What follows belongs to an exercise in optimizing a design on an open flow for small area; a production flow would make more cautious choices.
Function was checked by simulation only, so behaviour that the tests miss may differ from the original.
Power and IR drop assume default switching activity. No driver is modelled on the clock port, so clocking that relies on it looks cheaper here than on a real chip.

$ cat design/flow/design.v
`default_nettype none
package resize_pkg;
  typedef logic [8-1:0] pixel_t;
  typedef logic [16-1:0] coord_t;
  typedef logic [15:0] step_t;
  typedef struct packed {
    pixel_t data;                        
    coord_t x;                           
    coord_t y;                           
  } fifo_item_t;
endpackage
`default_nettype wire
`timescale 1ns/1ps
`default_nettype none
import resize_pkg::*;
module resize_regs
(
  input  logic                          clk,
  input  logic                          rst_n,
  input  logic                          psel,
  input  logic                          penable,
  input  logic                          pwrite,
  input  logic [8-1:0]     paddr,
  input  logic [31:0]                   pwdata,
  output logic [31:0]                   prdata,
  output logic                          pready,
  output logic                          pslverr,
  input  logic [5-1:0] fifo_level,
  input  logic                          fifo_ovf,
  output logic                          enable,
  output resize_pkg::coord_t            src_w,
  output resize_pkg::coord_t            src_h,
  output resize_pkg::step_t             x_step,
  output resize_pkg::step_t             y_step,
  output logic                          ovf_clear
);
  logic        wr_en;                    
  logic        hit_ctrl;
  logic        hit_size;
  logic        hit_step;
  logic        hit_status;
  assign wr_en      = psel & penable & pwrite;
  assign hit_ctrl   = (paddr == 8'h00);
  assign hit_size   = (paddr == 8'h04);
  assign hit_step   = (paddr == 8'h08);
  assign hit_status = (paddr == 8'h0C);
  assign pready     = 1'b1;              
  assign pslverr    = ~(hit_ctrl | hit_size | hit_step | hit_status);
  assign ovf_clear  = wr_en & hit_status & pwdata[8];
  always_ff @(posedge clk)
  begin
    if (!rst_n)
    begin
      enable <= 1'b0;
      src_w  <= '0;
      src_h  <= '0;
      x_step <= 16'h0100;
      y_step <= 16'h0100;
    end
    else if (wr_en)
    begin
      if (hit_ctrl)
        enable <= pwdata[0];
      if (hit_size)
      begin
        src_w <= pwdata[15:0];
        src_h <= pwdata[31:16];
      end
      if (hit_step)
      begin
        x_step <= pwdata[15:0];
        y_step <= pwdata[31:16];
      end
    end
  end
  always_comb
  begin
    prdata = ({32{hit_ctrl}}   & {31'd0, enable})
           | ({32{hit_size}}   & {src_h, src_w})
           | ({32{hit_step}}   & {y_step, x_step})
           | ({32{hit_status}} & {23'd0, fifo_ovf, 3'd0, fifo_level});
  end
endmodule
`default_nettype wire
`timescale 1ns/1ps
`default_nettype none
import resize_pkg::*;
module resize_coord_map
(
  input  logic               clk,
  input  logic               rst_n,
  input  logic               enable,
  input  resize_pkg::coord_t src_w,
  input  resize_pkg::coord_t src_h,
  input  resize_pkg::step_t  x_step,
  input  resize_pkg::step_t  y_step,
  input  logic               pix_valid,
  input  resize_pkg::pixel_t pix_data,
  input  resize_pkg::coord_t pix_x,
  input  resize_pkg::coord_t pix_y,
  output logic               keep_valid,   
  output resize_pkg::pixel_t keep_data,    
  output resize_pkg::coord_t keep_x,
  output resize_pkg::coord_t keep_y,
  output logic               frame_done
);
  localparam int FRAC_W = 8;
  localparam int ACC_W  = 16 + FRAC_W;
  typedef logic [ACC_W-1:0] acc_t;
  acc_t               x_acc;
  acc_t               y_acc;
  resize_pkg::coord_t dst_x;
  resize_pkg::coord_t row_y;             
  logic               row_kept;          
  logic               row_start;
  logic               y_zero;
  logic               frame_start;
  logic               row_keep_new;      
  logic               row_keep_cur;
  logic               col_hit;
  logic               hit;
  logic               keep;
  resize_pkg::coord_t dst_y;
  resize_pkg::coord_t dst_y_cur;
  resize_pkg::coord_t row_y_cur;
  resize_pkg::coord_t dst_x_cur;
  logic               last_pix;
  assign row_start   = (pix_x == '0);
  assign y_zero      = (pix_y == '0);
  assign frame_start = row_start & y_zero;
  assign row_keep_new = y_zero | (pix_y == y_acc[ACC_W-1:FRAC_W]);
  assign row_keep_cur = row_start ? row_keep_new : row_kept;
  assign col_hit      = row_start | (pix_x == x_acc[ACC_W-1:FRAC_W]);
  assign hit          = pix_valid & row_keep_cur & col_hit;
  assign keep         = hit & enable;
  assign dst_y     = row_y + resize_pkg::coord_t'(row_kept);
  assign dst_y_cur = frame_start ? '0 : dst_y;
  assign row_y_cur = row_start ? dst_y_cur : row_y;
  assign dst_x_cur = row_start ? '0 : dst_x;
  assign keep_data = pix_data;
  assign keep_x    = dst_x_cur;
  assign keep_y    = row_y_cur;
  assign last_pix = pix_valid && (pix_x == src_w - resize_pkg::coord_t'(1))
                              && (pix_y == src_h - resize_pkg::coord_t'(1));
  always_ff @(posedge clk)
  begin
    if (!rst_n)
    begin
      x_acc    <= '0;
      y_acc    <= '0;
      dst_x    <= '0;
      row_y    <= '0;
      row_kept <= 1'b0;
    end
    else if (pix_valid)
    begin
      if (row_start)
      begin
        row_kept <= row_keep_new;
        row_y    <= dst_y_cur;
        y_acc    <= (frame_start ? acc_t'(0) : y_acc)
                  + (row_keep_new ? acc_t'(y_step) : acc_t'(0));
      end
      x_acc <= (row_start ? acc_t'(0) : x_acc) + (hit ? acc_t'(x_step) : acc_t'(0));
      dst_x <= dst_x_cur + resize_pkg::coord_t'(hit);
    end
  end
  always_ff @(posedge clk)
  begin
    if (!rst_n)
    begin
      keep_valid <= 1'b0;
      frame_done <= 1'b0;
    end
    else
    begin
      keep_valid <= keep;
      frame_done <= last_pix;
    end
  end
endmodule
`default_nettype wire
`timescale 1ns/1ps
`default_nettype none
import resize_pkg::*;
module pixel_fifo
#(
  parameter int DEPTH = 16   
)
(
  input  logic                          clk,
  input  logic                          rst_n,
  input  logic                          wr_valid,   
  input  resize_pkg::fifo_item_t        wr_item,    
  input  logic                          rd_ready,
  input  logic                          ovf_clear,
  output logic                          rd_valid,
  output resize_pkg::fifo_item_t        rd_item,
  output logic [5-1:0] level,
  output logic                          ovf
);
  localparam int AW     = $clog2(DEPTH);
  localparam int ITEM_W = 8 + 2 * 16;
  logic [ITEM_W-1:0] mem [0:DEPTH-1];
  logic [AW-1:0]     wr_ptr;
  logic [AW-1:0]     rd_ptr;
  logic              full;
  logic              pop;
  logic              wr_ok;
  logic [AW-1:0]     wr_ptr_nx;
  logic [AW-1:0]     rd_ptr_nx;
  logic              full_nx;
  assign level    = {full, wr_ptr - rd_ptr};
  assign rd_valid = full | (wr_ptr != rd_ptr);
  always_comb
  begin
    rd_item = '0;
    for (int i = 0; i < DEPTH; i++)
      rd_item = rd_item | ({ITEM_W{rd_ptr == AW'(i)}} & mem[i]);
  end
  assign pop       = rd_valid & rd_ready;
  assign wr_ok     = wr_valid & ~full;
  assign wr_ptr_nx = wr_ptr + AW'(wr_ok);
  assign rd_ptr_nx = rd_ptr + AW'(pop);
  assign full_nx   = ~pop & (full | (wr_ok & (wr_ptr_nx == rd_ptr)));
  always_ff @(posedge clk)
  begin
    if (!rst_n)
    begin
      wr_ptr <= '0;
      rd_ptr <= '0;
      full   <= 1'b0;
      ovf    <= 1'b0;
    end
    else
    begin
      wr_ptr <= wr_ptr_nx;
      rd_ptr <= rd_ptr_nx;
      full   <= full_nx;
      if (wr_valid && full)
        ovf <= 1'b1;
      else if (ovf_clear)
        ovf <= 1'b0;
    end
  end
  always_ff @(posedge clk)
  begin
    if (!full_nx)
      mem[wr_ptr_nx] <= wr_item;
  end
endmodule
`default_nettype wire
`timescale 1ns/1ps
`default_nettype none
import resize_pkg::*;
module resize_top
(
  input  logic                      clk,
  input  logic                      rst_n,
  input  logic                      psel,
  input  logic                      penable,
  input  logic                      pwrite,
  input  logic [8-1:0] paddr,
  input  logic [31:0]               pwdata,
  output logic [31:0]               prdata,
  output logic                      pready,
  output logic                      pslverr,
  input  logic                      pix_valid,
  input  resize_pkg::pixel_t                    pix_data,
  input  resize_pkg::coord_t                    pix_x,
  input  resize_pkg::coord_t                    pix_y,
  output logic                      out_valid,
  input  logic                      out_ready,
  output resize_pkg::pixel_t                    out_data,
  output resize_pkg::coord_t                    out_x,
  output resize_pkg::coord_t                    out_y,
  output logic                      frame_done
);
  logic   enable;
  resize_pkg::coord_t src_w;
  resize_pkg::coord_t src_h;
  resize_pkg::step_t  x_step;
  resize_pkg::step_t  y_step;
  logic   ovf_clear;
  logic   fifo_ovf;
  logic [5-1:0] fifo_level;
  logic       keep_valid;
  resize_pkg::pixel_t     keep_data;
  resize_pkg::coord_t     keep_x;
  resize_pkg::coord_t     keep_y;
  resize_pkg::fifo_item_t keep_item;
  resize_pkg::fifo_item_t out_item;
  resize_regs u_regs (
    .clk        (clk),
    .rst_n      (rst_n),
    .psel       (psel),
    .penable    (penable),
    .pwrite     (pwrite),
    .paddr      (paddr),
    .pwdata     (pwdata),
    .prdata     (prdata),
    .pready     (pready),
    .pslverr    (pslverr),
    .fifo_level (fifo_level),
    .fifo_ovf   (fifo_ovf),
    .enable     (enable),
    .src_w      (src_w),
    .src_h      (src_h),
    .x_step     (x_step),
    .y_step     (y_step),
    .ovf_clear  (ovf_clear)
  );
  resize_coord_map u_map (
    .clk        (clk),
    .rst_n      (rst_n),
    .enable     (enable),
    .src_w      (src_w),
    .src_h      (src_h),
    .x_step     (x_step),
    .y_step     (y_step),
    .pix_valid  (pix_valid),
    .pix_data   (pix_data),
    .pix_x      (pix_x),
    .pix_y      (pix_y),
    .keep_valid (keep_valid),
    .keep_data  (keep_data),
    .keep_x     (keep_x),
    .keep_y     (keep_y),
    .frame_done (frame_done)
  );
  assign keep_item = {keep_data, keep_x, keep_y};   
  pixel_fifo #(
    .DEPTH (16)
  ) u_fifo (
    .clk       (clk),
    .rst_n     (rst_n),
    .wr_valid  (keep_valid),
    .wr_item   (keep_item),
    .rd_ready  (out_ready),
    .ovf_clear (ovf_clear),
    .rd_valid  (out_valid),
    .rd_item   (out_item),
    .level     (fifo_level),
    .ovf       (fifo_ovf)
  );
  assign out_data = out_item.data;
  assign out_x    = out_item.x;
  assign out_y    = out_item.y;
endmodule
`default_nettype wire
$ cat design/flow/run.sh
#!/bin/bash
# synth_recipe.tcl (not shown) runs the flow's synth.tcl, then flattens the netlist and writes it again
# the make line also repeats each setting of config.mk as NAME=value (left out here)
make -C /OpenROAD-flow-scripts/flow DESIGN_CONFIG=/design/flow/config.mk WORK_HOME=/design/flow/orfs CLKGATE_MAP_FILE= SYNTH_SCRIPT=/design/flow/synth_recipe.tcl finish
$ cat design/flow/constraint.sdc
create_clock -name core_clock -period 6.0 [get_ports {clk}]
set_input_delay 1.2000 -clock core_clock [delete_from_list [all_inputs] [get_ports {clk}]]
set_output_delay 1.2000 -clock core_clock [all_outputs]
set_load 0.01 [all_outputs]
$ cat design/flow/config.mk
export PLATFORM = sky130hd
export DESIGN_NAME = resize_top
export DESIGN_NICKNAME = resize_top
export VERILOG_FILES = /design/flow/design.v
export SDC_FILE = /design/flow/constraint.sdc
export NUM_CORES = 4
export LEC_CHECK = 0
export CAP_MARGIN = 20
export CORE_MARGIN = 2
export CORE_UTILIZATION = 40
export SLEW_MARGIN = 20
==> qor_table.md, run 1 <==
| Quantity | Reported | Unit |
| --- | --- | --- |
| Count of buffers from port buffering | 161 | - |
| Number of max-slew violations in the final report | 0 | - |
| Commonest non-fill, non-tap cells in the layout | 640 x edfxtp_1, 275 x nand2_1, 159 x clkdlybuf4s50_1 | - |
| Per-instance average area after synthesis | 12.9 | µm² |
| CTS tree | built | - |
| Via count of the routed design | 23400 | - |
| Number of setup violations in the final report | 0 | - |
| Number of library cell types mapped by synthesis | 70 | - |
| Pin count of the biggest net entering global routing | 56 | - |
| Most common cell type on the critical path | a21oi_1 | - |
| Result of the run | timing/DRC/antenna clean | - |
| Max cap viols | 0 | - |
| Buffer count from post-CTS setup fixing | 0 | - |
| Placeable Area | 0.0833 | mm² |
| Crit Path Category | input pin to flop | - |
| Total power per unit cell area | 288 | mW/mm² |
| Sum of internal, switching and leakage power | 0.0115 | W |
| Largest cells by area after synthesis | edfxtp_1 57%, dfxtp_1 9.4%, nand2_1 3.1%, a22oi_1 2.7%, a22o_1 2.2% | - |
| Overall die height | 294 | µm |
| Sequential share of the synthesized area | 0.667 | - |
| CTS Buf Count | 85 | - |
| Leading area contributor after synthesis | edfxtp_1 | - |
| Buffer type at the clock tree root | clkbuf_16 | - |
| Startpoint type of the worst setup path | input pin | - |
| Family with the most delay on the worst path | compound AO/OA/AOI/OAI gates | - |
| Most common cell after layout, fill and taps aside | edfxtp_1 | - |
| Global route total overflow | 0 | - |
| Core Rows | 106 | - |
| Vias in the first global route | 23100 | - |
| Adder-Cell Fraction of Synth Area | 0.0186 | - |
| Share of post-route cells with drive strength above 1 | 0.103 | - |
| F_max | 189 | MHz |
| Slowest library cell on the worst path | or4_2 | - |
| Required @ worst endpoint | 6.55 | ns |
| Number of vias per cell | 5.91 | - |
| Worst hold path class | flop to flop | - |
| Synth Flop Type | edfxtp_1 | - |
| Clock Skews | 0.0446 | ns |
| Maximum clock insertion buffer count | 3 | - |
| Worst IR drop on VDD | 0.000230 | V |
| CP Capture Type | flop | - |
| Combined area of all synthesized cells | 0.0336 | mm² |
| Number of flip-flops and latches in the synthesized netlist | 798 | - |
| Number of primary I/O pins | 163 | - |
| Worst-skew pair later-pin latency | 0.65 | ns |
| Dominant combinational cell family by area after synthesis | compound AO/OA/AOI/OAI gates | - |
| Clock transition at the registers of the reported paths | 0.05 | ns |
| Quantity of gates resized following cts | 0 | - |
| Worst slew margin | 0.244 | - |
| Post-synthesis net count | 2728 | - |
| Worst EP arrival | 5.85 | ns |
| Weighted congestion reported at the end of routability-driven placement | 0.894 | - |
| Share of cell area taken by muxes after synthesis | 0.0121 | - |
| Final Hold Fails | 0 | - |
| Transition time of the tightest slew-check pin | 1.13 | ns |
| Number of buffers and inverters on the critical path | 2 | - |
| Top-area cell type share of the netlist area | 0.573 | - |
| Nets@finish | 2939 | - |
| Wire length per cell | 25.7 | µm |
| Post-synthesis simple-gate area fraction | 0.119 | - |
| Hold-fix buffers, CTS | 0 | - |
| GRT Total Usage | 0.232 | - |
| Number of levels the H-tree was split into | 3 | - |
| Remaining routing DRC violations | 0 | - |
| Crit path largest cell delay | 0.76 | ns |
| Final cycle utilization of the critical path | 0.884 | - |
| Worst path cell trace | clkdlybuf4s50_1 > or4_1 > or4_2 > nand4_1 > a21oi_1 > and2_1 > ha_1 > a21o_1 > a2111oi_0 > a21oi_1 > a21oi_1 > a31oi_1 > buf_4 > a21o_1 > a31oi_1 | - |
| Clk sink count | 798 | - |
| Initial DRC Count | 2403 | - |
| Crit-path max FO | 7 | - |
| Width of the die | 294 | µm |
| Count of TritonRoute iterations in the first routing pass | 6 | - |
| Area Growth Syn to Fin | 19.0 | % |
| Final critical-path required period | 5.30 | ns |
| Unrepaired setup endpoints after global routing | false | - |
| Post-detailed-route count of antenna-violating nets | 0 | - |
| Number of enable-type register cells in the synthesized netlist | 640 | - |
| Initial standard-cell utilization of the core | 0.403 | - |
| Fraction of synthesized cell area in xor and xnor cells | 0.0298 | - |
| Leakage power figure | 13.1 | nW |
| FFs w/ async S/R, synth | 0 | - |
| Synth Instances | 2593 | - |
| Number of warnings issued by yosys | 3 | - |
| Die Outline Area | 0.0862 | mm² |
| Total detailed-routing wirelength | 102 | mm |
| First-pass GRT wire length | 149 | mm |
| Initial antenna violation count | 2 | - |
| Setup TNS Final | 0 | ns |
| HPWL after detailed placement | 62.1 | mm |
| Compound-cell area share of the yosys netlist | 0.135 | - |
[stage by stage]
step,util,hold WS [ns],area [µm²],instances,worst slack (ns)
finish,0.479,0.458,39900,3953,0.698
CTS,0.479,0.456,39900,3952,0.697
global route,0.479,0.479,39900,3952,0.426
detailed placement,0.445,0.445,37100,3797,0.0901
floorplan,-,0.427,33600,2593,0.871
global placement,0.445,0.439,37100,3797,0.271
[synth_stat cells, types with 10 or more instances]
master,number
a211oi_1,15
nand3b_1,10
clkbuf_1,131
and4_1,13
o21ai_0,61
nor3_1,33
and3_1,36
or4_1,14
xnor2_1,69
mux2_2,13
a31oi_1,13
nand4_1,49
dfxtp_1,158
mux2i_1,26
xor2_1,45
nand3_1,66
inv_1,25
a21oi_1,141
a221oi_1,74
nor2_1,128
a22o_1,83
and2_1,91
nor4_1,20
a22oi_1,120
ha_1,45
a21o_1,21
nand2_1,275
a222oi_1,27
edfxtp_1,640
nand2b_1,12
nor3b_1,11
nor2b_1,18
[report_power, final]
group | switching [W] | total (W) | internal [W]
clock network | 0.00223 | 0.00535 | 0.00312
logic | 0.000122 | 0.000222 | 0.000100
registers | 0.00000449 | 0.00593 | 0.00592
[final timing paths]
kind	from	slack, ns	cells past startpoint	endpoint
setup / recovery	pix_x[8]	0.70	15	u_map.x_acc[21]$_SDFFE_PN0P_
hold / removal	u_map.y_acc[6]$_SDFFE_PN0P_	0.46	2	u_map.y_acc[6]$_SDFFE_PN0P_
setup reg to reg	u_map.x_acc[21]$_SDFFE_PN0P_	1.64	15	u_map.x_acc[21]$_SDFFE_PN0P_
hold reg to reg	u_map.y_acc[6]$_SDFFE_PN0P_	0.46	2	u_map.y_acc[6]$_SDFFE_PN0P_
[tightest hold or removal path, stage by stage (launching register included)]
cell	delay, ns
dfxtp_1	0.31
nand2_1	0.05
a21oi_1	0.05
[metal layers]
layer | wire length (µm) | global-route usage | vias up | part of all wire
li1 | - | - | 10500 | -
met1 | 42200 | 0.317 | 11700 | 0.41
met2 | 49000 | 0.386 | 1067 | 0.48
met3 | 8150 | 0.0385 | 149 | 0.080
met4 | 2370 | 0.0610 | 2 | 0.023
met5 | 11 | 0 | - | 0.00011
[layout make-up]
type	count	area (µm²)
well taps	1080	1350
repair buffers	265	2440
multi-input cells	1629	10800
flip-flops and latches	798	22400
inverters	25	96.3
clock inverters	49	601
clock buffers	106	2250
fillers	7249	43400
diodes	1	2.50
[state kept, by name, indices dropped and copies added, names as in the netlist]
register          flops
u_fifo.mem          640
u_map.x_acc          24
u_map.y_acc          24
u_map.dst_x          16
u_map.row_y          16
u_regs.src_h         16
u_regs.src_w         16
u_regs.x_step        16
u_regs.y_step        16
u_fifo.rd_ptr         4
u_fifo.wr_ptr         4
u_fifo.full           1
u_fifo.ovf            1
u_map.frame_done      1
u_map.keep_valid      1
u_map.row_kept        1
u_regs.enable         1
[logic make-up (layout without fill, tap and decap cells)]
kind of cell / count (synthesis) / after routing
AO/OA/AOI/OAI: 627 / 627
XOR/XNOR: 114 / 114
other: 1 / 2
multiplexers: 39 / 39
adder cells (fa/ha/maj): 48 / 48
flip-flops: 798 / 798
buffers and inverters: 166 / 445
AND/OR/NAND/NOR: 800 / 800
==> run 2: changes to the inputs <==
--- a/design/flow/design.v
+++ b/design/flow/design.v
@@ -125,6 +125,11 @@
   resize_pkg::coord_t row_y_cur;
   resize_pkg::coord_t dst_x_cur;
   logic               last_pix;
+  logic               clr_row;           
+  logic               clr_frame;         
+  logic               new_row;           
+  logic               hit_r;
+  logic               row_add;           
   assign row_start   = (pix_x == '0);
   assign y_zero      = (pix_y == '0);
   assign frame_start = row_start & y_zero;
@@ -142,27 +147,20 @@
   assign keep_y    = row_y_cur;
   assign last_pix = pix_valid && (pix_x == src_w - resize_pkg::coord_t'(1))
                               && (pix_y == src_h - resize_pkg::coord_t'(1));
+  assign new_row   = pix_valid & row_start;
+  assign clr_row   = new_row | ~rst_n;
+  assign clr_frame = (new_row & y_zero) | ~rst_n;
+  assign hit_r     = hit & rst_n;
+  assign row_add   = new_row & row_keep_new & rst_n;
   always_ff @(posedge clk)
   begin
-    if (!rst_n)
+    x_acc <= (clr_row ? acc_t'(0) : x_acc) + (hit_r ? acc_t'(x_step) : acc_t'(0));
+    dst_x <= (clr_row ? '0 : dst_x) + resize_pkg::coord_t'(hit_r);
+    y_acc <= (clr_frame ? acc_t'(0) : y_acc) + (row_add ? acc_t'(y_step) : acc_t'(0));
+    if (clr_row)
     begin
-      x_acc    <= '0;
-      y_acc    <= '0;
-      dst_x    <= '0;
-      row_y    <= '0;
-      row_kept <= 1'b0;
-    end
-    else if (pix_valid)
-    begin
-      if (row_start)
-      begin
-        row_kept <= row_keep_new;
-        row_y    <= dst_y_cur;
-        y_acc    <= (frame_start ? acc_t'(0) : y_acc)
-                  + (row_keep_new ? acc_t'(y_step) : acc_t'(0));
-      end
-      x_acc <= (row_start ? acc_t'(0) : x_acc) + (hit ? acc_t'(x_step) : acc_t'(0));
-      dst_x <= dst_x_cur + resize_pkg::coord_t'(hit);
+      row_kept <= row_add;
+      row_y    <= clr_frame ? '0 : dst_y;
     end
   end
   always_ff @(posedge clk)
--- a/design/flow/config.mk
+++ b/design/flow/config.mk
@@ -8,4 +8,6 @@
 export CAP_MARGIN = 20
 export CORE_MARGIN = 2
 export CORE_UTILIZATION = 40
+export CTS_BUF_LIST = sky130_fd_sc_hd__clkbuf_8
+export CTS_CLUSTER_SIZE = 30
 export SLEW_MARGIN = 20
==> qor_table.md, run 2 <==
| Quantity | Reported | Unit |
| --- | --- | --- |
| Fill cell count | 7178 | - |
| Final critical-path required period | 5.55 | ns |
| Overall die height | 292 | µm |
| Sequential share of the synthesized area | 0.681 | - |
| Per-instance average area after synthesis | 13.4 | µm² |
| Buffer count from post-CTS setup fixing | 0 | - |
| Worst Reg2Reg Path Length in Cells | 11 | - |
| Worst hold path class | flop to flop | - |
| Via count of the routed design | 22500 | - |
| Setup TNS Final | 0 | ns |
| Number of primary I/O pins | 163 | - |
| Worst slew margin | 0.361 | - |
| Width of the die | 292 | µm |
| Final cycle utilization of the critical path | 0.926 | - |
| Minimum setup slack among reg-to-reg paths | 1.74 | ns |
| Number of flip-flops and latches in the synthesized netlist | 798 | - |
| Number of setup violations in the final report | 0 | - |
| Register with the most flip-flops | u_fifo.mem | - |
| Share of post-route cells with drive strength above 1 | 0.114 | - |
| GRT Total Usage | 0.233 | - |
| Area of all placed cells without fillers | 0.0391 | mm² |
| Number of enable-type register cells in the synthesized netlist | 657 | - |
| Initial antenna violation count | 2 | - |
| FFs w/ async S/R, synth | 0 | - |
| Slowest library cell on the worst path | nor2_1 | - |
| Weighted congestion reported at the end of routability-driven placement | 0.880 | - |
| Reg2reg end | u_fifo.mem[2][8]$_DFFE_PP_ | - |
| Global route total overflow | 0 | - |
| Combined area of the multi-input logic cells | 0.0101 | mm² |
| Post-placement setup slack | 0.569 | ns |
| Family with the most delay on the worst path | simple AND/OR/NAND/NOR gates | - |
| Area after detailed placement | 0.0366 | mm² |
| Final Hold Fails | 0 | - |
| Total power per unit cell area | 276 | mW/mm² |
| Worst hold-check slack | 0.479 | ns |
| Most common cell after layout, fill and taps aside | edfxtp_1 | - |
| Post-detailed-route count of antenna-violating nets | 0 | - |
| Transition time of the tightest slew-check pin | 0.955 | ns |
| Worst IR drop on VDD | 0.000178 | V |
| Worst-skew pair later-pin latency | 0.79 | ns |
| Synth Instances | 2465 | - |
| CP Capture Type | primary output | - |
| Core Rows | 105 | - |
| Count of buffers from port buffering | 161 | - |
| Clock transition at the registers of the reported paths | 0.05 | ns |
| Leakage power figure | 12.9 | nW |
| Hold-fix buffers, CTS | 0 | - |
| Vias in the first global route | 22400 | - |
| Largest cells by area after synthesis | edfxtp_1 60%, dfxtp_1 8.5%, a22oi_1 3.0%, xnor2_1 2.5%, nand2_1 2.5% | - |
| Wire length per cell | 25.9 | µm |
| Maximum clock insertion buffer count | 3 | - |
| End point of the worst hold path | u_fifo.ovf$_SDFFE_PN0P_ | - |
| Most frequent cell after synthesis | edfxtp_1 | - |
| Total detailed-routing wirelength | 101 | mm |
| Placeable Area | 0.0821 | mm² |
| Min-Delay Startpoint | u_fifo.ovf$_SDFFE_PN0P_ | - |
| Most common library cells after synthesis | 657 x edfxtp_1, 218 x nand2_1, 141 x dfxtp_1 | - |
| Largest register FFs | 640 | - |
| Number of warnings issued by yosys | 3 | - |
| Quantity of gates resized following cts | 0 | - |
| Number of buffers and inverters on the critical path | 2 | - |
| Initial standard-cell utilization of the core | 0.404 | - |
| HPWL after detailed placement | 61.8 | mm |
| Number of stages on the worst setup path | 8 | - |
| Combined area of all synthesized cells | 0.0331 | mm² |
| Crit Path Category | flop to primary output | - |
| Crit path largest cell delay | 0.79 | ns |
| Worst path cell trace | nand2_1 > nor2_1 > buf_4 > nand2_1 > nand4_1 > nor2_1 > o21ai_0 > clkdlybuf4s50_1 | - |
| Post-synthesis net count | 2600 | - |
| F_max | 180 | MHz |
| Startpoint type of the worst setup path | flop | - |
| Count of TritonRoute iterations in the first routing pass | 6 | - |
| Total area of sequential cells | 0.0226 | mm² |
| Number of max-slew violations in the final report | 0 | - |
| Pin count of the biggest net entering global routing | 44 | - |
| Synth Flop Type | edfxtp_1 | - |
| CTS Buf Count | 135 | - |
| Top-area cell type share of the netlist area | 0.595 | - |
| Number of library cell types mapped by synthesis | 80 | - |
| Initial DRC Count | 2399 | - |
| CTS tree | built | - |
| Area Growth Syn to Fin | 18.1 | % |
| Max cap viols | 0 | - |
| Unrepaired setup endpoints after global routing | false | - |
| Crit-path max FO | 20 | - |
| Result of the run | timing/DRC/antenna clean | - |
| Buffer type at the clock tree root | clkbuf_8 | - |
| Die Outline Area | 0.0852 | mm² |
| Registers with the most flip-flops | u_fifo.mem (640), u_map.x_acc (24), u_map.y_acc (24) | - |
| Clk sink count | 798 | - |
| Nets@finish | 2849 | - |
| Hold Path Cell Cnt | 2 | - |
| First-pass GRT wire length | 146 | mm |
| Worst EP arrival | 4.35 | ns |
| Remaining routing DRC violations | 0 | - |
| Required @ worst endpoint | 4.80 | ns |
| Number of vias per cell | 5.79 | - |
| Clock Skews | 0.0476 | ns |
| Smallest setup slack after layout | 0.446 | ns |
| Commonest non-fill, non-tap cells in the layout | 657 x edfxtp_1, 218 x nand2_1, 161 x clkdlybuf4s50_1 | - |
| Start of the worst register-to-register path | u_fifo.rd_ptr[1]$_SDFF_PN0_ | - |
| Number of levels the H-tree was split into | 4 | - |
| Sum of internal, switching and leakage power | 0.0108 | W |
| Leading area contributor after synthesis | edfxtp_1 | - |
==> run 2: logic make-up (layout without fill, tap and decap cells) <==
| logic type | count (synthesis) | in the layout | synth area share |
|---|---|---|---|
| adder cells (fa/ha/maj) | 48 | 48 | 0.0188 |
| multiplexers | 30 | 30 | 0.00933 |
| AO/OA/AOI/OAI | 601 | 601 | 0.132 |
| AND/OR/NAND/NOR | 670 | 670 | 0.100 |
| XOR/XNOR | 146 | 146 | 0.0386 |
| flip-flops | 798 | 798 | 0.681 |
| other | 1 | 2 | 0.000113 |
| buffers and inverters | 171 | 519 | 0.0205 |
==> run 2: cell type report <==
type / instances / share of cell area
Antenna cell: 1 / 0.0000640
Tap cell: 1070 / 0.0342
Sequential cell: 798 / 0.577
Timing Repair Buffer: 249 / 0.0633
Clock inverter: 94 / 0.0134
Clock buffer: 142 / 0.0500
Multi-Input combinational cell: 1496 / 0.259
Inverter: 34 / 0.00326
==> run 2: how the worst max path moves through the flow <==
stage / to / slack [ns] / startpoint
2_1_floorplan: u_map.y_acc[20]$_DFF_P_ / 1.44 / pix_y[6]
5_1_grt: out_x[8] / 0.25 / u_fifo.rd_ptr[1]$_SDFF_PN0_
4_1_cts: out_x[8] / 0.39 / u_fifo.rd_ptr[1]$_SDFF_PN0_
3_3_place_gp: u_map.x_acc[20]$_DFF_P_ / 0.63 / pix_x[7]
3_5_place_dp: u_map.y_acc[20]$_DFF_P_ / 0.57 / pix_x[7]
6_report: out_x[12] / 0.45 / u_fifo.rd_ptr[0]$_SDFF_PN0_
==> run 2: worst register-to-register path: cells and delay by family (launching register included) <==
| kind | cells | cell delay [ns] |
|---|---|---|
| AND/OR/NAND/NOR | 6 | 1.46 |
| buffers and inverters | 3 | 1.00 |
| flip-flops | 1 | 0.87 |
| adder cells (fa/ha/maj) | 1 | 0.34 |
| AO/OA/AOI/OAI | 1 | 0.20 |
==> run 2: through the flow <==
stage                     utilization  cells
after floorplan                     -   2465
after global placement          0.445   3645
after detailed placement        0.446   3647
after CTS                       0.476   3883
after global routing            0.476   3884
final                           0.476   3884
==> run 2: power breakdown <==
part	switching [W]	leakage (nW)	internal [W]
Combinational	0.000152	4.62	0.000120
Sequential	0.0000122	6.83	0.00598
Clock	0.00222	1.44	0.00233
Total	0.00238	12.9	0.00843
==> run 2: metal layers <==
| metal | global-route usage | wire [µm] | part of all wire |
|---|---|---|---|
| met1 | 0.309 | 41300 | 0.41 |
| met2 | 0.392 | 49300 | 0.49 |
| met3 | 0.0407 | 8000 | 0.080 |
| met4 | 0.0647 | 1950 | 0.019 |
| met5 | 0 | 13 | 0.00013 |
==> run 3: changes to the inputs <==
--- a/design/flow/config.mk
+++ b/design/flow/config.mk
@@ -5,9 +5,9 @@
 export SDC_FILE = /design/flow/constraint.sdc
 export NUM_CORES = 4
 export LEC_CHECK = 0
-export CAP_MARGIN = 20
+export CAP_MARGIN = 0
 export CORE_MARGIN = 2
 export CORE_UTILIZATION = 40
 export CTS_BUF_LIST = sky130_fd_sc_hd__clkbuf_8
 export CTS_CLUSTER_SIZE = 30
-export SLEW_MARGIN = 20
+export SLEW_MARGIN = 0
==> qor_table.md, run 3 <==
| Quantity | Reported | Unit |
| --- | --- | --- |
| Registers with the most flip-flops | u_fifo.mem (640), u_map.x_acc (24), u_map.y_acc (24) | - |
| Wire length per cell | 26.0 | µm |
| Most frequent cell after synthesis | edfxtp_1 | - |
| Clock Power Share | 0.416 | - |
| Width of the die | 292 | µm |
| Final antenna diode count | 0 | - |
| Total area of sequential cells | 0.0226 | mm² |
| Result of the run | timing/DRC/antenna clean | - |
| Number of flip-flops and latches in the synthesized netlist | 798 | - |
| Global route total overflow | 0 | - |
| Register with the most flip-flops | u_fifo.mem | - |
| Share of post-route cells with drive strength above 1 | 0.112 | - |
| Post-placement setup slack | 0.549 | ns |
| Per-instance average area after synthesis | 13.4 | µm² |
| Combined area of the multi-input logic cells | 0.0101 | mm² |
| Initial standard-cell utilization of the core | 0.404 | - |
| Startpoint type of the worst setup path | flop | - |
| Buffer type at the clock tree root | clkbuf_8 | - |
| GRT Total Usage | 0.233 | - |
| Synth Flop Type | edfxtp_1 | - |
| Worst EP arrival | 4.34 | ns |
| CTS tree | built | - |
| Share of cell area taken by muxes after synthesis | 0.00933 | - |
| Weighted congestion reported at the end of routability-driven placement | 0.880 | - |
| Number of library cell types mapped by synthesis | 80 | - |
| Clock Skews | 0.0331 | ns |
| Net Switching | 0.00237 | W |
| Crit-path max FO | 20 | - |
| Most common library cells after synthesis | 657 x edfxtp_1, 218 x nand2_1, 141 x dfxtp_1 | - |
| Placeable Area | 0.0821 | mm² |
| Number of enable-type register cells in the synthesized netlist | 657 | - |
| Dominant combinational cell family by area after synthesis | compound AO/OA/AOI/OAI gates | - |
| FFs w/ async S/R, synth | 0 | - |
| Largest register FFs | 640 | - |
| Quantity of gates resized following cts | 0 | - |
| Net switching share of the total power | 0.221 | - |
| Area of all placed cells without fillers | 0.0390 | mm² |
| Number of warnings issued by yosys | 3 | - |
| Compound-cell area share of the yosys netlist | 0.132 | - |
| Smallest setup slack after layout | 0.463 | ns |
| Share of total power in sequential cells | 0.559 | - |
| Internal portion of total power | 0.00836 | W |
| Area after detailed placement | 0.0366 | mm² |
| Worst slew margin | 0.156 | - |
| Initial antenna violation count | 1 | - |
| Combinational share of power | 0.025 | - |
| Buffer count from post-CTS setup fixing | 0 | - |
| Total power per unit cell area | 275 | mW/mm² |
| Crit Path Category | flop to primary output | - |
| Top-area cell type share of the netlist area | 0.595 | - |
| Core Rows | 105 | - |
| Post-detailed-route count of antenna-violating nets | 0 | - |
| CP Capture Type | primary output | - |
| Area Growth Syn to Fin | 17.7 | % |
| Number of vias per cell | 5.83 | - |
| HPWL after detailed placement | 61.7 | mm |
| Number of max-slew violations in the final report | 0 | - |
| Total detailed-routing wirelength | 101 | mm |
| Unrepaired setup endpoints after global routing | false | - |
| Adder-Cell Fraction of Synth Area | 0.0188 | - |
| Nets@finish | 2846 | - |
| Clock transition at the registers of the reported paths | 0.06 | ns |
| Sum of internal, switching and leakage power | 0.0107 | W |
| Vias in the first global route | 22300 | - |
| Number of primary I/O pins | 163 | - |
| Leading area contributor after synthesis | edfxtp_1 | - |
| Count of buffers from port buffering | 161 | - |
| Maximum clock insertion buffer count | 3 | - |
| Post-synthesis simple-gate area fraction | 0.100 | - |
| Count of TritonRoute iterations in the first routing pass | 6 | - |
| Pin count of the biggest net entering global routing | 44 | - |
| Worst-skew pair later-pin latency | 0.78 | ns |
| Hold-fix buffers, CTS | 0 | - |
| F_max | 181 | MHz |
| Minimum setup slack among reg-to-reg paths | 1.73 | ns |
| Max cap viols | 0 | - |
| Die Outline Area | 0.0852 | mm² |
| Commonest non-fill, non-tap cells in the layout | 657 x edfxtp_1, 218 x nand2_1, 161 x clkdlybuf4s50_1 | - |
| Largest cells by area after synthesis | edfxtp_1 60%, dfxtp_1 8.5%, a22oi_1 3.0%, xnor2_1 2.5%, nand2_1 2.5% | - |
| Overall die height | 292 | µm |
| Combined area of all synthesized cells | 0.0331 | mm² |
| Via count of the routed design | 22600 | - |
| Final Hold Fails | 0 | - |
| CTS Buf Count | 134 | - |
| Fill cell count | 7133 | - |
| Fraction of synthesized cell area in xor and xnor cells | 0.0386 | - |
| Worst IR drop on VDD | 0.000194 | V |
| Number of setup violations in the final report | 0 | - |
| Initial DRC Count | 2337 | - |
| Final cycle utilization of the critical path | 0.923 | - |
| Remaining routing DRC violations | 0 | - |
| Most common cell after layout, fill and taps aside | edfxtp_1 | - |
| Clk sink count | 798 | - |
| Synth Instances | 2465 | - |
| Transition time of the tightest slew-check pin | 1.26 | ns |
| Required @ worst endpoint | 4.80 | ns |
| Sequential share of the synthesized area | 0.681 | - |
| First-pass GRT wire length | 146 | mm |
| Setup TNS Final | 0 | ns |
| Final critical-path required period | 5.54 | ns |
| Leakage power figure | 12.8 | nW |
| Number of levels the H-tree was split into | 4 | - |
| Worst hold path class | flop to flop | - |
| Post-synthesis net count | 2600 | - |
## run 3: cell counts after synthesis
Identical to the previous run, type by type.
## run 3: worst max-delay path: stages, from the launching register on
cell and delay (ns):
dfxtp_2 0.74, nand2_1 0.59, nor2_1 0.77, buf_4 0.36, nand2_1 0.08, nand4_1 0.10, nor2_1 0.07, o21ai_0 0.19
clkdlybuf4s50_1 0.64
## run 3: power by group through the flow
stage          combinational [W]  clock (W)  sequential (W)
2_1_floorplan           0.000111          0         0.00610
3_3_place_gp            0.000267          0         0.00611
3_5_place_dp            0.000274          0         0.00611
4_1_cts                 0.000274    0.00454         0.00599
5_1_grt                 0.000294    0.00479         0.00599
6_report                0.000273    0.00446         0.00599
## run 3: layout make-up
type,count,area share
inverters,34,0.00327
well taps,1070,0.0343
multi-input cells,1496,0.260
flip-flops and latches,798,0.578
clock inverters,94,0.0128
clock buffers,140,0.0494
repair buffers,247,0.0620
## run 3: path summary, 6_finish.rpt
path                                             startpoint                     endpoint  cells after the start
worst min register to register  u_map.keep_valid$_SDFF_PN0_      u_fifo.ovf$_SDFFE_PN0P_                      2
worst max-delay path            u_fifo.rd_ptr[0]$_SDFF_PN0_                    out_x[12]                      8
worst max register to register  u_fifo.rd_ptr[1]$_SDFF_PN0_  u_fifo.mem[2][14]$_DFFE_PP_                     11
worst min-delay path            u_map.keep_valid$_SDFF_PN0_      u_fifo.ovf$_SDFFE_PN0P_                      2
## run 3: per-layer routing
layer	up-vias	wire length (µm)	track usage
met2	1102	48800	0.389
li1	10000	-	-
met3	143	8650	0.0432
met4	2	1890	0.0607
met5	-	13	0
met1	11300	41300	0.313
## run 3: cells by family after synthesis
group,count (synthesis)
other cells,1
simple gates,670
fa+ha+maj,48
buf+inv,171
compound gates,601
flops,798
xor+xnor,146
mux,30
## run 3: metrics by stage
step	cells	hold WS (ns)	util
floorplan	2465	0.432	-
global placement	3645	0.462	0.445
detailed placement	3645	0.468	0.445
CTS	3879	0.467	0.475
global route	3879	0.493	0.475
finish	3879	0.471	0.475
==> run 4: changes to the inputs <==
==> design/flow/flow/run.sh (new file) <==
#!/bin/bash
# Standard ORFS layout with two changes:
#  - synthesis maps the logic with an area-oriented ABC script (flow/abc_area.script)
#    in place of ORFS's speed script; flip-flop mapping, flattening and naming are
#    the standard synthesis's (synth_recipe.tcl, unchanged)
#  - port buffers are sky130_fd_sc_hd__buf_1 instead of the resizer's default pick
# Each make run writes its full output to a log file in this folder; ORFS's own
# per-step logs are under orfs/logs.
set -euo pipefail
W=$PWD
rm -rf "$W/scripts_area"
cp -r "$FLOW_HOME/scripts" "$W/scripts_area"
cp "$W/flow/abc_area.script" "$W/scripts_area/abc_speed.script"
bash standard.sh "SCRIPTS_DIR=$W/scripts_area" synth > "$W/make_synth.log" 2>&1
bash standard.sh "BUFFER_PORTS_ARGS=-buffer_cell sky130_fd_sc_hd__buf_1" finish > "$W/make_finish.log" 2>&1
==> design/flow/flow/abc_area.script (new file) <==
&get -n
&st
&dch -f
&nf -a -p -R 1000 -F 8 -A 4 -C 32
&st
&dch -f
&nf -a -p -R 1000 -F 8 -A 4 -C 32
&st
&syn2
&dch -f
&nf -a -p -R 1000 -F 8 -A 4 -C 32
&st
&synch2
&dch -f
&nf -a -p -R 1000 -F 8 -A 4 -C 32
&st
&dch -f
&nf -a -p -R 1000 -F 8 -A 4 -C 32
&put
topo
stime -c
dnsize -c
==> design/flow/standard.sh (new file) <==
#!/bin/bash
# synth_recipe.tcl (not shown) runs the flow's synth.tcl, then flattens the netlist and writes it again
# the make line also repeats each setting of config.mk as NAME=value (left out here)
make -C /OpenROAD-flow-scripts/flow DESIGN_CONFIG=/design/flow/config.mk WORK_HOME=/design/flow/orfs CLKGATE_MAP_FILE= SYNTH_SCRIPT=/design/flow/synth_recipe.tcl "${@:-finish}"
removed: design/flow/run.sh
==> qor_table.md, run 4 <==
| Quantity | Reported | Unit |
| --- | --- | --- |
| Worst setup path endpoint | u_map.y_acc[23]$_DFF_P_ | - |
| Unrepaired setup endpoints after global routing | false | - |
| Die Outline Area | 0.0805 | mm² |
| Post-synthesis net count | 2264 | - |
| Top-area cell type share of the netlist area | 0.630 | - |
| Worst slew margin | 0.185 | - |
| Most common library cells after synthesis | 657 x edfxtp_1, 184 x nor2_1, 141 x dfxtp_1 | - |
| CP Capture Type | flop | - |
| Number of levels the H-tree was split into | 4 | - |
| Synth Instances | 2129 | - |
| Vias in the first global route | 21500 | - |
| Largest cells by area after synthesis | edfxtp_1 63%, dfxtp_1 9.0%, a222oi_1 3.7%, nor2_1 2.2%, a22o_1 1.8% | - |
| GRT Total Usage | 0.229 | - |
| Max cap viols | 0 | - |
| Remaining routing DRC violations | 0 | - |
| Overall die height | 284 | µm |
| Fill cell count | 6850 | - |
| Pin count of the biggest net entering global routing | 48 | - |
| Number of warnings issued by yosys | 3 | - |
| Number of library cell types mapped by synthesis | 52 | - |
| Launching instance or port of the critical path | pix_x[8] | - |
| Worst EP arrival | 5.90 | ns |
| Required @ worst endpoint | 6.63 | ns |
| Sum of internal, switching and leakage power | 0.0105 | W |
| Number of enable-type register cells in the synthesized netlist | 657 | - |
| Final Hold Fails | 0 | - |
| Total power per unit cell area | 288 | mW/mm² |
| Largest register FFs | 640 | - |
| Number of instances in the placed design | 3412 | - |
| Clock Skews | 0.0259 | ns |
| Count of buffers from port buffering | 161 | - |
| Most common cell after layout, fill and taps aside | edfxtp_1 | - |
| Wire length per cell | 25.7 | µm |
| Setup TNS Final | 0 | ns |
| Registers with the most flip-flops | u_fifo.mem (640), u_map.x_acc (24), u_map.y_acc (24) | - |
| Initial standard-cell utilization of the core | 0.404 | - |
| Minimum setup slack among reg-to-reg paths | 0.91 | ns |
| Total area of sequential cells | 0.0226 | mm² |
| Commonest non-fill, non-tap cells in the layout | 657 x edfxtp_1, 160 x buf_1, 158 x nor2_1 | - |
| Register with the most flip-flops | u_fifo.mem | - |
| Quantity of gates resized following cts | 0 | - |
| Start of the worst register-to-register path | u_map.y_acc[18]$_DFF_P_ | - |
| Total detailed-routing wirelength | 93.5 | mm |
| Combined area of the multi-input logic cells | 0.00884 | mm² |
| Hold-fix buffers, CTS | 0 | - |
| Initial DRC Count | 2525 | - |
| Result of the run | timing/DRC/antenna clean | - |
| Nets@finish | 2640 | - |
| Area Growth Syn to Fin | 16.4 | % |
| Number of max-slew violations in the final report | 0 | - |
| Share of post-route cells with drive strength above 1 | 0.110 | - |
| FFs w/ async S/R, synth | 0 | - |
| Sequential share of the synthesized area | 0.720 | - |
| CTS tree | built | - |
| Clk sink count | 798 | - |
| Per-instance average area after synthesis | 14.7 | µm² |
| CTS Buf Count | 130 | - |
| Via count of the routed design | 21300 | - |
| First-pass GRT wire length | 137 | mm |
| Startpoint type of the worst setup path | input pin | - |
| Buffer type at the clock tree root | clkbuf_8 | - |
| Worst-skew pair later-pin latency | 0.78 | ns |
| Count of TritonRoute iterations in the first routing pass | 7 | - |
| Leading area contributor after synthesis | edfxtp_1 | - |
| Synth Flop Type | edfxtp_1 | - |
| Transition time of the tightest slew-check pin | 1.22 | ns |
| Leakage power figure | 11.9 | nW |
| Worst hold path class | flop to flop | - |
| Most frequent cell after synthesis | edfxtp_1 | - |
| Worst Reg2Reg Path Length in Cells | 30 | - |
| Number of flip-flops and latches in the synthesized netlist | 798 | - |
| Initial antenna violation count | 3 | - |
| Number of primary I/O pins | 163 | - |
| Crit Path Category | input pin to flop | - |
| Maximum clock insertion buffer count | 3 | - |
| Final cycle utilization of the critical path | 0.878 | - |
| Global route total overflow | 0 | - |
| Reg2reg end | u_map.x_acc[20]$_DFF_P_ | - |
| Combined area of all synthesized cells | 0.0313 | mm² |
| Post-detailed-route count of antenna-violating nets | 0 | - |
| Clock transition at the registers of the reported paths | 0.06 | ns |
| Weighted congestion reported at the end of routability-driven placement | 0.983 | - |
| Number of setup violations in the final report | 0 | - |
| HPWL after detailed placement | 51.7 | mm |
| Buffer count from post-CTS setup fixing | 0 | - |
| Final critical-path required period | 5.27 | ns |
| Placeable Area | 0.0775 | mm² |
| Final Non-Filler Cells | 3635 | - |
| Core Rows | 102 | - |
| F_max | 190 | MHz |
| Number of vias per cell | 5.87 | - |
| Crit-path max FO | 22 | - |
| Worst IR drop on VDD | 0.000209 | V |
| Width of the die | 284 | µm |
[run 4: cell type report]
type	count	share of cell area
antenna	1	0.0000686
clock buffer	140	0.0529
clock inverter	81	0.0113
inverter	49	0.00504
multi-input combinational	1281	0.243
sequential	798	0.619
tap	1040	0.0357
timing repair buffer	245	0.0339
[run 4: logic make-up after synthesis]
logic type | synth area share
mux | 0.00192
simple gates | 0.101
buf+inv | 0.00611
other cells | 0.000120
fa+ha+maj | 0.0199
compound gates | 0.122
xor+xnor | 0.0294
flops | 0.720
[run 4: power by group]
group | total [W] | internal (W) | switching, W
clock network | 0.00429 | 0.00216 | 0.00213
registers | 0.00599 | 0.00598 | 0.0000120
logic | 0.000211 | 0.0000709 | 0.000140
total | 0.0105 | 0.00821 | 0.00228
[run 4: worst min path at each step]
stage,from,to,slack [ns],cells past startpoint
6_report,u_map.keep_valid$_SDFF_PN0_,u_fifo.ovf$_SDFFE_PN0P_,0.46,2
5_1_grt,u_map.keep_valid$_SDFF_PN0_,u_fifo.ovf$_SDFFE_PN0P_,0.49,2
4_1_cts,u_map.keep_valid$_SDFF_PN0_,u_fifo.ovf$_SDFFE_PN0P_,0.46,2
3_5_place_dp,u_map.keep_valid$_SDFF_PN0_,u_fifo.ovf$_SDFFE_PN0P_,0.46,2
3_3_place_gp,u_map.keep_valid$_SDFF_PN0_,u_fifo.ovf$_SDFFE_PN0P_,0.46,2
2_1_floorplan,u_map.x_acc[22]$_DFF_P_,u_map.x_acc[22]$_DFF_P_,0.44,1
[run 4: critical path, cell delays in order]
cell	delay (ns)
buf_1	0.14
nor4_1	0.39
and4_1	0.36
nand2_1	0.27
o21ai_2	0.25
buf_4	0.26
buf_4	0.29
nor2b_1	0.09
ha_1	0.34
a21oi_1	0.11
o21ai_0	0.20
a21oi_1	0.13
o21ai_0	0.31
nand3_1	0.12
nand2_1	0.11
a31oi_1	0.13
o21ai_0	0.33
a21oi_1	0.21
nor4b_1	0.41
xnor2_1	0.17
nor2_1	0.06
[run 4: metal layers]
metal / up-vias / global-route usage / part of all wire
met2: 1167 / 0.364 / 0.46
met4: 4 / 0.0796 / 0.027
met3: 184 / 0.0540 / 0.10
met5: - / 0 / 0.00029
li1: 9379 / - / -
met1: 10600 / 0.308 / 0.41
[run 4: metrics by stage]
| step | setup WS (ns) | area [µm²] | utilization | hold WS, ns |
|---|---|---|---|---|
| 4_1_cts | 0.841 | 36400 | 0.471 | 0.459 |
| 3_5_place_dp | 0.0557 | 34100 | 0.440 | 0.464 |
| 3_3_place_gp | 0.146 | 34100 | 0.440 | 0.461 |
| 6_report | 0.732 | 36500 | 0.471 | 0.461 |
| 5_1_grt | 0.272 | 36500 | 0.471 | 0.495 |
| 2_1_floorplan | -0.0714 | 31300 | - | 0.437 |
==> run 5: changes to the inputs <==
==> design/flow/flow/run.sh (replaced) <==
#!/bin/bash
# Standard ORFS layout with three changes:
#  - synthesis maps the logic with an area-oriented ABC script (flow/abc_area.script)
#    in place of ORFS's speed script; flip-flop mapping, flattening and naming are
#    the standard synthesis's (synth_recipe.tcl, unchanged)
#  - port buffers are sky130_fd_sc_hd__buf_1 instead of the resizer's default pick
#  - clock tree: larger sink clusters driven by clkbuf_16, no dummy loads
# Each make run writes its full output to a log file in this folder; ORFS's own
# per-step logs are under orfs/logs.
set -euo pipefail
W=$PWD
rm -rf "$W/scripts_area"
cp -r "$FLOW_HOME/scripts" "$W/scripts_area"
cp "$W/flow/abc_area.script" "$W/scripts_area/abc_speed.script"
bash standard.sh "SCRIPTS_DIR=$W/scripts_area" synth > "$W/make_synth.log" 2>&1
bash standard.sh \
  "BUFFER_PORTS_ARGS=-buffer_cell sky130_fd_sc_hd__buf_1" \
  "CTS_ARGS=-sink_clustering_enable -repair_clock_nets -sink_clustering_size 30 -sink_clustering_max_diameter 100 -buf_list sky130_fd_sc_hd__clkbuf_16 -dont_use_dummy_load" \
  finish > "$W/make_finish.log" 2>&1
--- a/design/flow/config.mk
+++ b/design/flow/config.mk
@@ -7,7 +7,6 @@
 export LEC_CHECK = 0
 export CAP_MARGIN = 0
 export CORE_MARGIN = 2
-export CORE_UTILIZATION = 40
-export CTS_BUF_LIST = sky130_fd_sc_hd__clkbuf_8
-export CTS_CLUSTER_SIZE = 30
+export CORE_UTILIZATION = 70
+export PLACE_DENSITY = 0.8
 export SLEW_MARGIN = 0
==> qor_table.md, run 5 <==
| Quantity | Reported | Unit |
| --- | --- | --- |
| Result of the run | timing/DRC/antenna clean | - |
| Initial standard-cell utilization of the core | 0.708 | - |
| Met3 capacity usage during global routing | 0.0702 | - |
| Worst hold path class | flop to flop | - |
| Worst slew margin | 0.117 | - |
| Hold-fix buffers, CTS | 0 | - |
| Quantity of gates resized following cts | 0 | - |
| Max cap viols | 0 | - |
| Register with the most flip-flops | u_fifo.mem | - |
| Required @ worst endpoint | 6.52 | ns |
| Vias in the first global route | 20700 | - |
| Clock transition at the registers of the reported paths | 0.11 | ns |
| Crit Path Category | input pin to flop | - |
| Most common cell after layout, fill and taps aside | edfxtp_1 | - |
| Combinational share of power | 0.024 | - |
| Width of the die | 216 | µm |
| Leading area contributor after synthesis | edfxtp_1 | - |
| Wire length per cell | 28.8 | µm |
| Largest register FFs | 640 | - |
| Combined area of all synthesized cells | 0.0313 | mm² |
| Clk sink count | 798 | - |
| Number of library cell types mapped by synthesis | 52 | - |
| Overall die height | 216 | µm |
| Share of total power in sequential cells | 0.694 | - |
| Total detailed-routing wirelength | 86.2 | mm |
| Number of flip-flops and latches in the synthesized netlist | 798 | - |
| Nets@finish | 2534 | - |
| Unrepaired setup endpoints after global routing | false | - |
| Per-instance average area after synthesis | 14.7 | µm² |
| Via count of the routed design | 21300 | - |
| Number of warnings issued by yosys | 3 | - |
| Worst-skew pair later-pin latency | 0.66 | ns |
| Largest cells by area after synthesis | edfxtp_1 63%, dfxtp_1 9.0%, a222oi_1 3.7%, nor2_1 2.2%, a22o_1 1.8% | - |
| First-pass GRT wire length | 127 | mm |
| Top-area cell type share of the netlist area | 0.630 | - |
| Buffer type at the clock tree root | clkbuf_16 | - |
| Met2 track demand over resource in global routing | 0.612 | - |
| Net Switching | 0.00168 | W |
| F_max | 184 | MHz |
| Sequential share of the synthesized area | 0.720 | - |
| Placeable Area | 0.0442 | mm² |
| Final cycle utilization of the critical path | 0.905 | - |
| Initial DRC Count | 3523 | - |
| Fraction of met1 tracks used by global routing | 0.496 | - |
| Net switching share of the total power | 0.195 | - |
| Most common library cells after synthesis | 657 x edfxtp_1, 184 x nor2_1, 141 x dfxtp_1 | - |
| Final critical-path required period | 5.43 | ns |
| Number of instances in the placed design | 2958 | - |
| Final antenna diode count | 0 | - |
| Global route total overflow | 0 | - |
| Number of setup violations in the final report | 0 | - |
| CTS tree | built | - |
| Commonest non-fill, non-tap cells in the layout | 657 x edfxtp_1, 160 x buf_1, 158 x nor2_1 | - |
| Clock Power Share | 0.282 | - |
| Most frequent cell after synthesis | edfxtp_1 | - |
| Post-detailed-route count of antenna-violating nets | 0 | - |
| Remaining routing DRC violations | 0 | - |
| Fill cell count | 2615 | - |
| Count of TritonRoute iterations in the first routing pass | 6 | - |
| Registers with the most flip-flops | u_fifo.mem (640), u_map.x_acc (24), u_map.y_acc (24) | - |
| Clock Skews | 0.0390 | ns |
| Total power per unit cell area | 251 | mW/mm² |
| Weighted congestion reported at the end of routability-driven placement | 0.891 | - |
| Final core utilization | 0.775 | - |
| Startpoint type of the worst setup path | input pin | - |
| Synth Instances | 2129 | - |
| Routing layer with the top usage in global route | met2 | - |
| Worst IR drop on VDD | 0.000242 | V |
| Core Rows | 77 | - |
| Synth Flop Type | edfxtp_1 | - |
| CP Capture Type | flop | - |
| Number of primary I/O pins | 163 | - |
| GRT Total Usage | 0.368 | - |
| Transition time of the tightest slew-check pin | 1.32 | ns |
| Share of post-route cells with drive strength above 1 | 0.0634 | - |
| Post-synthesis net count | 2264 | - |
| Final Non-Filler Cells | 2989 | - |
| Final Hold Fails | 0 | - |
| Worst EP arrival | 5.95 | ns |
| Initial antenna violation count | 1 | - |
| Internal portion of total power | 0.00694 | W |
| CTS Buf Count | 30 | - |
| Area Growth Syn to Fin | 9.51 | % |
| Pin count of the biggest net entering global routing | 61 | - |
| Maximum clock insertion buffer count | 3 | - |
| Count of buffers from port buffering | 161 | - |
| Number of max-slew violations in the final report | 0 | - |
| FFs w/ async S/R, synth | 0 | - |
| Number of levels the H-tree was split into | 1 | - |
| Crit-path max FO | 13 | - |
| Buffer count from post-CTS setup fixing | 0 | - |
| Number of vias per cell | 7.11 | - |
| HPWL after detailed placement | 49.4 | mm |
| Number of enable-type register cells in the synthesized netlist | 657 | - |
| Die Outline Area | 0.0464 | mm² |
| Leakage power figure | 10.9 | nW |
## run 5: changes by cell type in the layout (fill, tap and decap cells not counted), moves of 3 or more
cell / delta
clkbuf_8: -140
inv_1: -44
clkbuf_16: +30
clkinv_1: -18
buf_4: -6
clkinv_2: -6
clkinv_8: -4
clkinvlp_4: -4
inv_6: -3
## run 5: final timing paths
| check | start | slack, ns | depth (start not counted) | end |
|---|---|---|---|---|
| setup reg to reg | u_map.y_acc[18]$_DFF_P_ | 1.01 | 29 | u_map.x_acc[20]$_DFF_P_ |
| hold reg to reg | u_map.x_acc[22]$_DFF_P_ | 0.49 | 1 | u_map.x_acc[22]$_DFF_P_ |
| hold / removal | u_map.x_acc[22]$_DFF_P_ | 0.49 | 1 | u_map.x_acc[22]$_DFF_P_ |
| setup / recovery | pix_x[13] | 0.57 | 23 | u_map.y_acc[21]$_DFF_P_ |
## run 5: worst max-delay path: stages
cell and delay [ns]:
buf_1 0.14, nor4_1 0.39, and4_1 0.41, nand2_1 0.37
o21ai_2 0.33, nand2b_1 0.19, clkinv_1 0.09, ha_1 0.30
a21o_1 0.16, a21oi_1 0.21, o21ai_0 0.10, a21oi_1 0.23
o21ai_0 0.11, a21oi_1 0.23, o21ai_0 0.18, nand3_1 0.13
nand2_1 0.09, a31oi_1 0.24, o21ai_0 0.19, a21oi_1 0.34
nor3b_1 0.12, xnor2_1 0.15, nor2_1 0.05
## run 5: power groups by stage
stage	clock network (W)	registers [W]	logic, W
2_1_floorplan	0	0.00610	0.0000965
3_3_place_gp	0	0.00610	0.000195
3_5_place_dp	0	0.00610	0.000202
4_1_cts	0.00241	0.00598	0.000203
5_1_grt	0.00258	0.00598	0.000227
6_report	0.00243	0.00598	0.000207
## run 5: per-stage QoR
step                      hold slack [ns]  setup TNS, ns  area (µm²)  setup slack (ns)  total power [W]
after global routing                0.509              0       34300             0.105          0.00879
after floorplan                     0.437        -0.0714       31300           -0.0714          0.00620
final                               0.487              0       34300             0.572          0.00861
after global placement              0.451              0       33500             0.179          0.00630
after detailed placement            0.465        -0.0514       33500           -0.0214          0.00631
after CTS                           0.480              0       34300             0.632          0.00859
## run 5: logic make-up after synthesis
group                    synth area share
adder cells (fa/ha/maj)            0.0199
AND/OR/NAND/NOR                     0.101
AO/OA/AOI/OAI                       0.122
other                            0.000120
XOR/XNOR                           0.0294
flip-flops                          0.720
multiplexers                      0.00192
buffers and inverters             0.00611
## run 5: layout make-up
type | instances | area (µm²) | share of cell area
repair buffers | 239 | 1200 | 0.0351
inverters | 49 | 184 | 0.00536
clock buffers | 30 | 751 | 0.0219
well taps | 592 | 741 | 0.0216
multi-input cells | 1281 | 8860 | 0.258
flip-flops and latches | 798 | 22600 | 0.658
## run 5: metal layers
| metal | wire length [µm] | up-vias | part of all wire |
|---|---|---|---|
| met5 | 12 | - | 0.00014 |
| met3 | 10000 | 211 | 0.12 |
| met2 | 41700 | 1559 | 0.48 |
| met4 | 2950 | 2 | 0.034 |
| li1 | - | 9084 | - |
| met1 | 31500 | 10400 | 0.37 |
==> run 6: changes to the inputs <==
--- a/design/flow/design.v
+++ b/design/flow/design.v
@@ -124,6 +124,8 @@
   resize_pkg::coord_t dst_y_cur;
   resize_pkg::coord_t row_y_cur;
   resize_pkg::coord_t dst_x_cur;
+  logic               last_x;
+  logic               last_y;
   logic               last_pix;
   logic               clr_row;           
   logic               clr_frame;         
@@ -145,8 +147,17 @@
   assign keep_data = pix_data;
   assign keep_x    = dst_x_cur;
   assign keep_y    = row_y_cur;
-  assign last_pix = pix_valid && (pix_x == src_w - resize_pkg::coord_t'(1))
-                              && (pix_y == src_h - resize_pkg::coord_t'(1));
+  always_comb
+  begin
+    last_x = pix_x[0] ^ src_w[0];
+    last_y = pix_y[0] ^ src_h[0];
+    for (int i = 0; i < 16 - 1; i++)
+    begin
+      last_x = last_x & ~((pix_x[i+1] ^ src_w[i+1]) ^ (pix_x[i] & ~src_w[i]));
+      last_y = last_y & ~((pix_y[i+1] ^ src_h[i+1]) ^ (pix_y[i] & ~src_h[i]));
+    end
+  end
+  assign last_pix = pix_valid & last_x & last_y;
   assign new_row   = pix_valid & row_start;
   assign clr_row   = new_row | ~rst_n;
   assign clr_frame = (new_row & y_zero) | ~rst_n;
==> qor_table.md, run 6 <==
| Quantity | Reported | Unit |
| --- | --- | --- |
| Initial DRC Count | 3142 | - |
| Number of instances in the placed design | 2905 | - |
| Hold-fix buffers, CTS | 0 | - |
| Worst path cell trace | buf_1 > clkinv_1 > a222oi_1 > o21ai_0 > a2111oi_1 > nand3_1 > a221oi_4 > and2_0 > ha_1 > a21o_1 > a21oi_1 > o21bai_1 > a21oi_1 > o21bai_1 > a21oi_1 > o21ai_0 > a31oi_1 > nor3_1 > a2111oi_2 > clkinv_1 > a21oi_1 > nor3_1 > xnor2_1 > nor2_1 | - |
| Dominant combinational cell family by area after synthesis | compound AO/OA/AOI/OAI gates | - |
| Initial standard-cell utilization of the core | 0.708 | - |
| Total area of sequential cells | 0.0226 | mm² |
| F_max | 179 | MHz |
| Number of library cell types mapped by synthesis | 48 | - |
| Crit Path Category | input pin to flop | - |
| Number of warnings issued by yosys | 3 | - |
| Final antenna diode count | 0 | - |
| Max cap viols | 0 | - |
| Clock Skews | 0.0373 | ns |
| First-pass GRT wire length | 122 | mm |
| Clk sink count | 798 | - |
| Number of enable-type register cells in the synthesized netlist | 657 | - |
| Fill cell count | 2668 | - |
| CTS tree | built | - |
| Buffer type at the clock tree root | clkbuf_16 | - |
| Post-detailed-route count of antenna-violating nets | 0 | - |
| Transition time of the tightest slew-check pin | 1.29 | ns |
| Leading area contributor after synthesis | edfxtp_1 | - |
| Worst Reg2Reg Path Length in Cells | 23 | - |
| Synth Flop Type | edfxtp_1 | - |
| Leakage power figure | 10.9 | nW |
| Startpoint type of the worst setup path | input pin | - |
| Worst slew margin | 0.135 | - |
| Quantity of gates resized following cts | 0 | - |
| Adder-Cell Fraction of Synth Area | 0.0312 | - |
| Most common cell after layout, fill and taps aside | edfxtp_1 | - |
| Commonest non-fill, non-tap cells in the layout | 657 x edfxtp_1, 160 x buf_1, 141 x dfxtp_1 | - |
| Combined area of all synthesized cells | 0.0312 | mm² |
| Area Growth Syn to Fin | 9.31 | % |
| Crit path largest cell delay | 0.48 | ns |
| Launching instance or port of the critical path | pix_x[7] | - |
| Buffer count from post-CTS setup fixing | 0 | - |
| Final Hold Fails | 0 | - |
| Clock transition at the registers of the reported paths | 0.12 | ns |
| Reg2reg end | u_map.x_acc[23]$_DFF_P_ | - |
| Number of buffers and inverters on the critical path | 3 | - |
| Width of the die | 215 | µm |
| Worst hold path class | flop to flop | - |
| Count of TritonRoute iterations in the first routing pass | 9 | - |
| Number of setup violations in the final report | 0 | - |
| Combined area of the multi-input logic cells | 0.00864 | mm² |
| Post-synthesis net count | 2245 | - |
| Total power per unit cell area | 252 | mW/mm² |
| Share of post-route cells with drive strength above 1 | 0.0610 | - |
| Number of flip-flops and latches in the synthesized netlist | 798 | - |
| Number of stages on the worst setup path | 24 | - |
| Number of max-slew violations in the final report | 0 | - |
| Start of the worst register-to-register path | u_map.x_acc[13]$_DFF_P_ | - |
| Worst EP arrival | 6.09 | ns |
| Top-area cell type share of the netlist area | 0.633 | - |
| Global route total overflow | 0 | - |
| Initial antenna violation count | 0 | - |
| Most frequent cell after synthesis | edfxtp_1 | - |
| Overall die height | 215 | µm |
| Result of the run | timing/DRC/antenna clean | - |
| Sequential share of the synthesized area | 0.724 | - |
| Family with the most delay on the worst path | compound AO/OA/AOI/OAI gates | - |
| Final critical-path required period | 5.59 | ns |
| Via count of the routed design | 20500 | - |
| Worst IR drop on VDD | 0.000245 | V |
| Largest cells by area after synthesis | edfxtp_1 63%, dfxtp_1 9.1%, a222oi_1 3.9%, ha_1 2.9%, xor2_1 1.8% | - |
| Nets@finish | 2508 | - |
| Most common library cells after synthesis | 657 x edfxtp_1, 144 x nor2_1, 141 x dfxtp_1 | - |
| Unrepaired setup endpoints after global routing | false | - |
| Area of all placed cells without fillers | 0.0341 | mm² |
| Fraction of synthesized cell area in xor and xnor cells | 0.0295 | - |
| Count of buffers from port buffering | 161 | - |
| Maximum clock insertion buffer count | 3 | - |
| Minimum setup slack among reg-to-reg paths | 0.65 | ns |
| Largest register FFs | 640 | - |
| Share of cell area taken by muxes after synthesis | 0.00129 | - |
| Number of levels the H-tree was split into | 1 | - |
| CTS Buf Count | 30 | - |
| Pin count of the biggest net entering global routing | 63 | - |
| Slowest library cell on the worst path | a2111oi_1 | - |
| Most common cell type on the critical path | a21oi_1 | - |
| Hold Path Cell Cnt | 2 | - |
| Final cycle utilization of the critical path | 0.932 | - |
| HPWL after detailed placement | 46.4 | mm |
| Number of primary I/O pins | 163 | - |
| Required @ worst endpoint | 6.49 | ns |
| FFs w/ async S/R, synth | 0 | - |
| Total detailed-routing wirelength | 82.2 | mm |
| Wire length per cell | 28.0 | µm |
| Compound-cell area share of the yosys netlist | 0.117 | - |
| Area after detailed placement | 0.0333 | mm² |
| Placeable Area | 0.0440 | mm² |
| Worst setup path endpoint | u_map.x_acc[23]$_DFF_P_ | - |
| Registers with the most flip-flops | u_fifo.mem (640), u_map.x_acc (24), u_map.y_acc (24) | - |
| Worst-skew pair later-pin latency | 0.62 | ns |
| Vias in the first global route | 20100 | - |
| Die Outline Area | 0.0462 | mm² |
| Crit-path max FO | 3 | - |
| Post-synthesis simple-gate area fraction | 0.0889 | - |
| Final Non-Filler Cells | 2935 | - |
| Synth Instances | 2082 | - |
| Number of vias per cell | 6.97 | - |
| CP Capture Type | flop | - |
| GRT Total Usage | 0.355 | - |
| Per-instance average area after synthesis | 15.0 | µm² |
| Remaining routing DRC violations | 0 | - |
| Core Rows | 77 | - |
| Register with the most flip-flops | u_fifo.mem | - |
| Weighted congestion reported at the end of routability-driven placement | 0.898 | - |
-- run 6: cell count changes after synthesis, sizes merged, moves of 12 or more --
cell / change
and3: -25
nor3: -27
xnor2: -22
nand3: +16
nor2: -40
and2: +25
ha: +28
o21ai: +15
nor2b: -35
xor2: +22
nand2: +26
clkinv: +12
-- run 6: area by class of cell --
cell class	count	share of cell area
clock buffers	30	0.0220
inverters	61	0.00672
repair buffers	232	0.0334
multi-input cells	1222	0.254
well taps	592	0.0218
flip-flops and latches	798	0.662
-- run 6: how the worst min path moves through the flow --
| stage | startpoint | endpoint |
|---|---|---|
| 5_1_grt | u_regs.src_h[6]$_SDFFE_PN0P_ | u_regs.src_h[6]$_SDFFE_PN0P_ |
| 3_5_place_dp | u_regs.src_w[7]$_SDFFE_PN0P_ | u_regs.src_w[7]$_SDFFE_PN0P_ |
| 2_1_floorplan | u_regs.src_w[0]$_SDFFE_PN0P_ | u_regs.src_w[0]$_SDFFE_PN0P_ |
| 6_report | u_regs.src_w[7]$_SDFFE_PN0P_ | u_regs.src_w[7]$_SDFFE_PN0P_ |
| 4_1_cts | u_regs.src_w[7]$_SDFFE_PN0P_ | u_regs.src_w[7]$_SDFFE_PN0P_ |
| 3_3_place_gp | u_regs.src_w[7]$_SDFFE_PN0P_ | u_regs.src_w[7]$_SDFFE_PN0P_ |
-- run 6: tightest hold or removal path, delay by kind of cell, from the launching register on --
family,cells,cell delay [ns]
flops,1,0.34
buf+inv,1,0.06
compound gates,1,0.06
-- run 6: cell families (layout without fill, tap and decap cells) --
| family | after synthesis | in the layout |
|---|---|---|
| buffers and inverters | 62 | 323 |
| AND/OR/NAND/NOR | 547 | 547 |
| XOR/XNOR | 105 | 105 |
| AO/OA/AOI/OAI | 489 | 489 |
| flip-flops | 798 | 798 |
| adder cells (fa/ha/maj) | 76 | 76 |
| multiplexers | 4 | 4 |
| other | 1 | 1 |
-- run 6: layer usage --
metal / vias up / routed length, µm / global-route usage
li1: 8881 / - / -
met1: 9930 / 29500 / 0.484
met2: 1424 / 40200 / 0.588
met3: 218 / 9410 / 0.0519
met4: 0 / 3100 / 0.136
met5: - / 0 / 0
-- run 6: power by group --
group	switching [W]	internal (W)	total, W
clock network	0.00148	0.000898	0.00238
logic	0.000146	0.0000774	0.000223
registers	0.0000118	0.00597	0.00598
-- run 6: stage by stage --
step | power [W] | util | setup TNS, ns | hold slack [ns] | worst slack [ns]
3_5_place_dp | 0.00633 | 0.756 | -0.701 | 0.465 | -0.191
4_1_cts | 0.00858 | 0.773 | 0 | 0.481 | 0.408
2_1_floorplan | 0.00621 | - | 0 | 0.431 | 0.00639
3_3_place_gp | 0.00632 | 0.756 | -0.0214 | 0.455 | -0.0167
6_report | 0.00858 | 0.773 | 0 | 0.484 | 0.405
5_1_grt | 0.00879 | 0.773 | 0 | 0.499 | 0.0372
